Context: an optimization exercise on an open-source flow, tuned for small area. The choices shown serve that exercise and are no tape-out recipe. The RTL was checked by simulation tests, not by an equivalence proof against the original design.

==> flow/design.v <==
package conv_pkg;
    localparam int IN_W  = 18;    
    localparam int ACC_W = 41;    
    localparam int XN    = 37;    
    localparam int WN    = 26;    
endpackage
module conv_top (
    input  logic        clk,
    input  logic        reset,
    input  logic [17:0] i_in_data,
    input  logic        i_in_valid,
    input  logic [3:0]  i_in_user,
    output logic        o_in_ready,
    output logic [40:0] o_out_data,
    output logic        o_out_valid,
    input  logic        i_out_ready
);
    localparam int XN = conv_pkg::XN;
    localparam int WN = conv_pkg::WN;
    typedef enum logic [1:0] {L_HDR, L_W, L_X} lstate_t;
    typedef enum logic [1:0] {C_IDLE, C_CALC, C_OUT} cstate_t;
    lstate_t ls;
    cstate_t cs;
    logic [5:0]  u;           
    logic [2:0]  ai, aj;      
    logic [2:0]  bi, bj;      
    logic [2:0]  k;
    logic [5:0]  lm1;         
    logic [6:0]  n_w;         
    logic [2:0]  r, c;        
    logic [3:0]  dig;         
    logic [6:0]  ahead;       
    logic [2:0]  hold;        
    logic        in_hs, go, last, last_c, last_pos, adv, frame_done;
    logic        x_wr, w_wr;
    wire held = (hold != 3'd0);
    wire a0   = (ai == 3'd0) && (aj == 3'd0);
    wire ab   = ai[2] && ai[0];               
    wire bb   = bi[2] && bi[0];               
    wire ul   = (u == lm1);
    always_comb begin
        case (k)
            3'd1:       lm1 = 6'd0;
            3'd2, 3'd3: lm1 = 6'd20;
            default:    lm1 = 6'(XN - 1);
        endcase
    end
    logic [XN*18-1:0] xr;
    logic [WN*18-1:0] wr;
    logic [17:0]      xh;     
    always_comb begin
        case (k)
            3'd1:       xh = xr[36*18 +: 18];
            3'd2, 3'd3: xh = xr[16*18 +: 18];
            default:    xh = xr[17:0];
        endcase
    end
    always_ff @(posedge clk) begin
        xr <= {x_wr ? i_in_data : xh, xr[XN*18-1:18]};
        wr <= {w_wr ? i_in_data : wr[17:0], wr[WN*18-1:18]};
    end
    assign ahead = n_w - {1'b0, r, c};
    always_comb begin
        case (ls)
            L_HDR:   o_in_ready = a0 && (u == 6'd0);
            L_W:     o_in_ready = ({ai, aj} == n_w[5:0]);
            default: o_in_ready = !n_w[6] && !held && (ahead <= 7'(lm1)) && (u == ahead[5:0]);
        endcase
    end
    assign in_hs = i_in_valid && o_in_ready;
    assign w_wr  = in_hs && ((ls == L_HDR && i_in_user[0]) || ls == L_W);
    assign x_wr  = in_hs && ((ls == L_HDR && !i_in_user[0]) || ls == L_X);
    always_ff @(posedge clk) begin
        if (reset) begin
            ls  <= L_HDR;
            k   <= 3'd5;          
        end else if (frame_done) begin
            ls  <= L_HDR;
        end else if (in_hs) begin
            case (ls)
                L_HDR: begin
                    if (i_in_user[0]) begin
                        k   <= i_in_user[3:1];
                        n_w <= (i_in_user[3:1] == 3'd1) ? 7'o50 : 7'd1;
                        ls  <= L_W;
                    end else begin
                        n_w <= 7'd1;
                        ls  <= L_X;
                    end
                end
                L_W: begin
                    if (n_w[5] && n_w[3]) begin
                        n_w <= '0;
                        ls  <= L_X;
                    end else if (n_w[2:0] == k - 3'd1) begin
                        n_w <= (n_w[5:3] == k - 3'd1) ? 7'o50 : {1'b0, n_w[5:3] + 3'd1, 3'd0};
                    end else begin
                        n_w <= n_w + 7'd1;
                    end
                end
                default: n_w <= n_w + 7'd1;
            endcase
        end
    end
    function automatic logic [5:0] w_next(input logic [2:0] i, input logic [2:0] j);
        if (i[2] && i[0])  w_next = 6'd0;
        else if (j == 3'd4) w_next = {i + 3'd1, 3'd0};
        else               w_next = {i, j + 3'd1};
    endfunction
    always_ff @(posedge clk) begin
        if (reset) begin
            u    <= '0;
            hold <= '0;
            ai   <= 3'd0;
            aj   <= 3'd0;
            bi   <= 3'd2;
            bj   <= 3'd3;
        end else begin
            if (!held) u <= ul ? 6'd0 : u + 6'd1;
            if (adv && !last_pos) hold <= last_c ? k : 3'd1;
            else if (held) hold <= hold - 3'd1;
            {ai, aj} <= w_next(ai, aj);
            {bi, bj} <= w_next(bi, bj);
        end
    end
    assign go       = (cs == C_IDLE) && (ls == L_X) && !held && (ahead >= 7'({k, 3'b000}) + 7'(k) - 7'd8) && bb && ul;
    assign last     = (cs == C_CALC) && (ab || bb) && ul;
    assign last_c   = (c == 3'(8 - k));
    assign last_pos = last_c && (r == 3'(8 - k));
    assign adv      = (cs == C_OUT) && i_out_ready;
    assign frame_done = adv && last_pos;
    logic tap_a, tap_b, tap;
    assign tap_a = (cs == C_CALC) && (ai < k) && (aj < k) && (u == {ai, aj});
    assign tap_b = (cs == C_CALC) && (bi < k) && (bj < k) && (u == {bi, bj});
    assign tap   = tap_a || tap_b;
    logic [23:0] acc;         
    logic [17:0] lo;
    logic [17:0] wh;
    logic [18:0] wx;
    logic [2:0]  bd;
    logic        neg, one, two;
    logic        neg_q, one_q, two_q;
    logic [17:0] xt;
    logic [18:0] mag;
    logic [23:0] addend;
    logic [23:0] sum;
    assign wh  = tap_b ? wr[13*18 +: 18] : wr[17:0];
    assign wx  = {wh, 1'b0};
    assign bd  = 3'(wx >> {dig, 1'b0});
    assign neg = tap && bd[2] && !(bd[1] && bd[0]);
    assign one = tap && (bd[1] ^ bd[0]);
    assign two = tap && ((bd == 3'b011) || (bd == 3'b100));
    always_ff @(posedge clk) begin
        neg_q <= neg;
        one_q <= one;
        two_q <= two;
    end
    assign xt  = xr[36*18 +: 18];
    assign mag = two_q ? {xt, 1'b0} : one_q ? {xt[17], xt} : 19'd0;
    assign addend = {{5{mag[18]}}, mag} ^ {24{neg_q}};
    logic [24:0] cy;          
    logic        cy_lo, cy_q;
    assign cy[0] = neg_q;
    for (genvar i = 0; i < 24; i++) begin : g_fa
        logic co;
        assign sum[i] = acc[i] ^ addend[i] ^ cy[i];
        assign co     = (acc[i] & addend[i]) | (acc[i] & cy[i]) | (addend[i] & cy[i]);
        if (i == 11) begin : g_split
            assign cy_lo   = co;
            assign cy[i+1] = cy_q;
        end else begin : g_chain
            assign cy[i+1] = co;
        end
    end
    always_ff @(posedge clk) cy_q <= cy_lo;
    always_ff @(posedge clk) begin
        if (go)        acc <= {{6{wr[13*18+17]}}, wr[13*18 +: 18]};    
        else if (last) acc <= {{2{sum[23]}}, sum[23:2]};
        else           acc <= sum;
        if (last)      lo  <= {sum[1:0], lo[17:2]};
    end
    always_ff @(posedge clk) begin
        if (reset) begin
            cs  <= C_IDLE;
            r   <= '0;
            c   <= '0;
        end else begin
            case (cs)
                C_IDLE: if (go) begin
                    cs  <= C_CALC;
                    dig <= '0;
                end
                C_CALC: begin
                    if (last) begin
                        dig <= dig + 4'd1;
                        if (dig == 4'd8) cs <= C_OUT;
                    end
                end
                default: if (adv) begin
                    cs <= C_IDLE;
                    if (last_c) begin
                        c <= '0;
                        r <= last_pos ? 3'd0 : r + 3'd1;
                    end else begin
                        c <= c + 3'd1;
                    end
                end
            endcase
        end
    end
    assign o_out_valid = (cs == C_OUT);
    assign o_out_data  = {acc[22:0], lo};
endmodule
Settings: LEC_CHECK=0, ABC_AREA=0, CAP_MARGIN=20, CORE_MARGIN=2, CORE_UTILIZATION=70, CTS_CLUSTER_DIAMETER=60, CTS_CLUSTER_SIZE=30, SLEW_MARGIN=20; clock period 9.0 ns.
standard.sh (not shown) runs the stock make flow with config.mk's settings and CLKGATE_MAP_FILE= SYNTH_SCRIPT=/design/flow/synth_recipe.tcl, a recipe that flattens the netlist after the stock synthesis.
==> flow/flow/run.sh <==
#!/bin/bash
# The standard layout (standard.sh), with two changes: the port buffers are
# the smallest buffer cell, and clock tree synthesis adds no dummy loads.
set -euo pipefail
export BUFFER_PORTS_ARGS="-buffer_cell sky130_fd_sc_hd__buf_1"
export CTS_ARGS="-sink_clustering_enable -repair_clock_nets -buf_list sky130_fd_sc_hd__clkbuf_8 -sink_clustering_size 21 -sink_clustering_max_diameter 38 -dont_use_dummy_load"
bash standard.sh > standard.log 2>&1
Edit:
--- a/flow/flow/run.sh
+++ b/flow/flow/run.sh
@@ -6 +6 @@
-export CTS_ARGS="-sink_clustering_enable -repair_clock_nets -buf_list sky130_fd_sc_hd__clkbuf_8 -sink_clustering_size 21 -sink_clustering_max_diameter 38 -dont_use_dummy_load"
+export CTS_ARGS="-sink_clustering_enable -repair_clock_nets -sink_clustering_size 38 -sink_clustering_max_diameter 45 -dont_use_dummy_load"
--- a/flow/config.mk
+++ b/flow/config.mk
@@ -11 +11 @@
-export CORE_UTILIZATION = 70
+export CORE_UTILIZATION = 85
@@ -13,0 +14 @@
+export PLACE_DENSITY = 0.88
After rerunning: Now the flow stopped in 5_1_grt. Synthesized area is unchanged. Synthesized cell count is unchanged.
Edit:
--- a/flow/flow/run.sh
+++ b/flow/flow/run.sh
@@ -6 +6 @@
-export CTS_ARGS="-sink_clustering_enable -repair_clock_nets -sink_clustering_size 38 -sink_clustering_max_diameter 45 -dont_use_dummy_load"
+export CTS_ARGS="-sink_clustering_enable -repair_clock_nets -sink_clustering_size 35 -sink_clustering_max_diameter 50 -dont_use_dummy_load"
--- a/flow/config.mk
+++ b/flow/config.mk
@@ -11 +11 @@
-export CORE_UTILIZATION = 85
+export CORE_UTILIZATION = 70
@@ -14 +13,0 @@
-export PLACE_DENSITY = 0.88
Result: This time the run produced a clean layout. Synthesized cell count is unchanged. Synthesized area stays the same.
Edit:
--- a/flow/flow/run.sh
+++ b/flow/flow/run.sh
@@ -6 +6 @@
-export CTS_ARGS="-sink_clustering_enable -repair_clock_nets -sink_clustering_size 35 -sink_clustering_max_diameter 50 -dont_use_dummy_load"
+export CTS_ARGS="-sink_clustering_enable -repair_clock_nets -buf_list sky130_fd_sc_hd__clkbuf_8 -sink_clustering_size 18 -sink_clustering_max_diameter 50 -dont_use_dummy_load"
Outcome:
- The changed run went through all stages and came out clean
- non-clock buffer count is unchanged
- via count drops by 0.38%
- clock skew is about the same
Edit:
--- a/flow/flow/run.sh
+++ b/flow/flow/run.sh
@@ -6 +6 @@
-export CTS_ARGS="-sink_clustering_enable -repair_clock_nets -buf_list sky130_fd_sc_hd__clkbuf_8 -sink_clustering_size 18 -sink_clustering_max_diameter 50 -dont_use_dummy_load"
+export CTS_ARGS="-sink_clustering_enable -repair_clock_nets -sink_clustering_size 30 -sink_clustering_max_diameter 60 -dont_use_dummy_load"
--- a/flow/config.mk
+++ b/flow/config.mk
@@ -8 +8 @@
-export ABC_AREA = 0
+export ABC_AREA = 1
Outcome: Die area rose slightly. Utilization went up by 0.41 points. Final cell count grows by a little under a tenth.

[re-timing with driven ports]
How much do the figures lean on ideal ports? The routed layouts below were timed once more, with nothing changed but the port constraints. Step 1: set_driving_cell puts a clkbuf_16 on clk and a buf_2 on each other input, an assumption about the parent block. Step 2 times the ports against the registers' clock, not the clock port: input delays grow and output delays shrink by t, the midpoint of the rising clock arrivals with the driver on. Slacks: ideal / step 1 / step 2; pairs: ideal / step 1.
| run | shift t [ns] | slack for setup (ns) | hold slack, ns | slew at the worst register clock pin (ns) | pins driven straight from the clock port |
|---|---|---|---|---|---|
| the first run | 0.726 | 2.675 / 2.675 / 2.675 | 0.278 / 0.278 / 0.278 | 0.11 / 0.11 | 1 |
| the third run | 0.668 | 2.700 / 2.700 / 2.700 | 0.284 / 0.284 / 0.284 | 0.12 / 0.12 | 1 |
| the fourth run | 0.695 | 2.711 / 2.711 / 2.711 | 0.283 / 0.283 / 0.283 | 0.10 / 0.10 | 1 |
| the fifth run | 0.656 | 2.402 / 2.402 / 2.402 | 0.260 / 0.260 / 0.260 | 0.11 / 0.11 | 1 |
After both steps setup and hold are still met in every run listed.
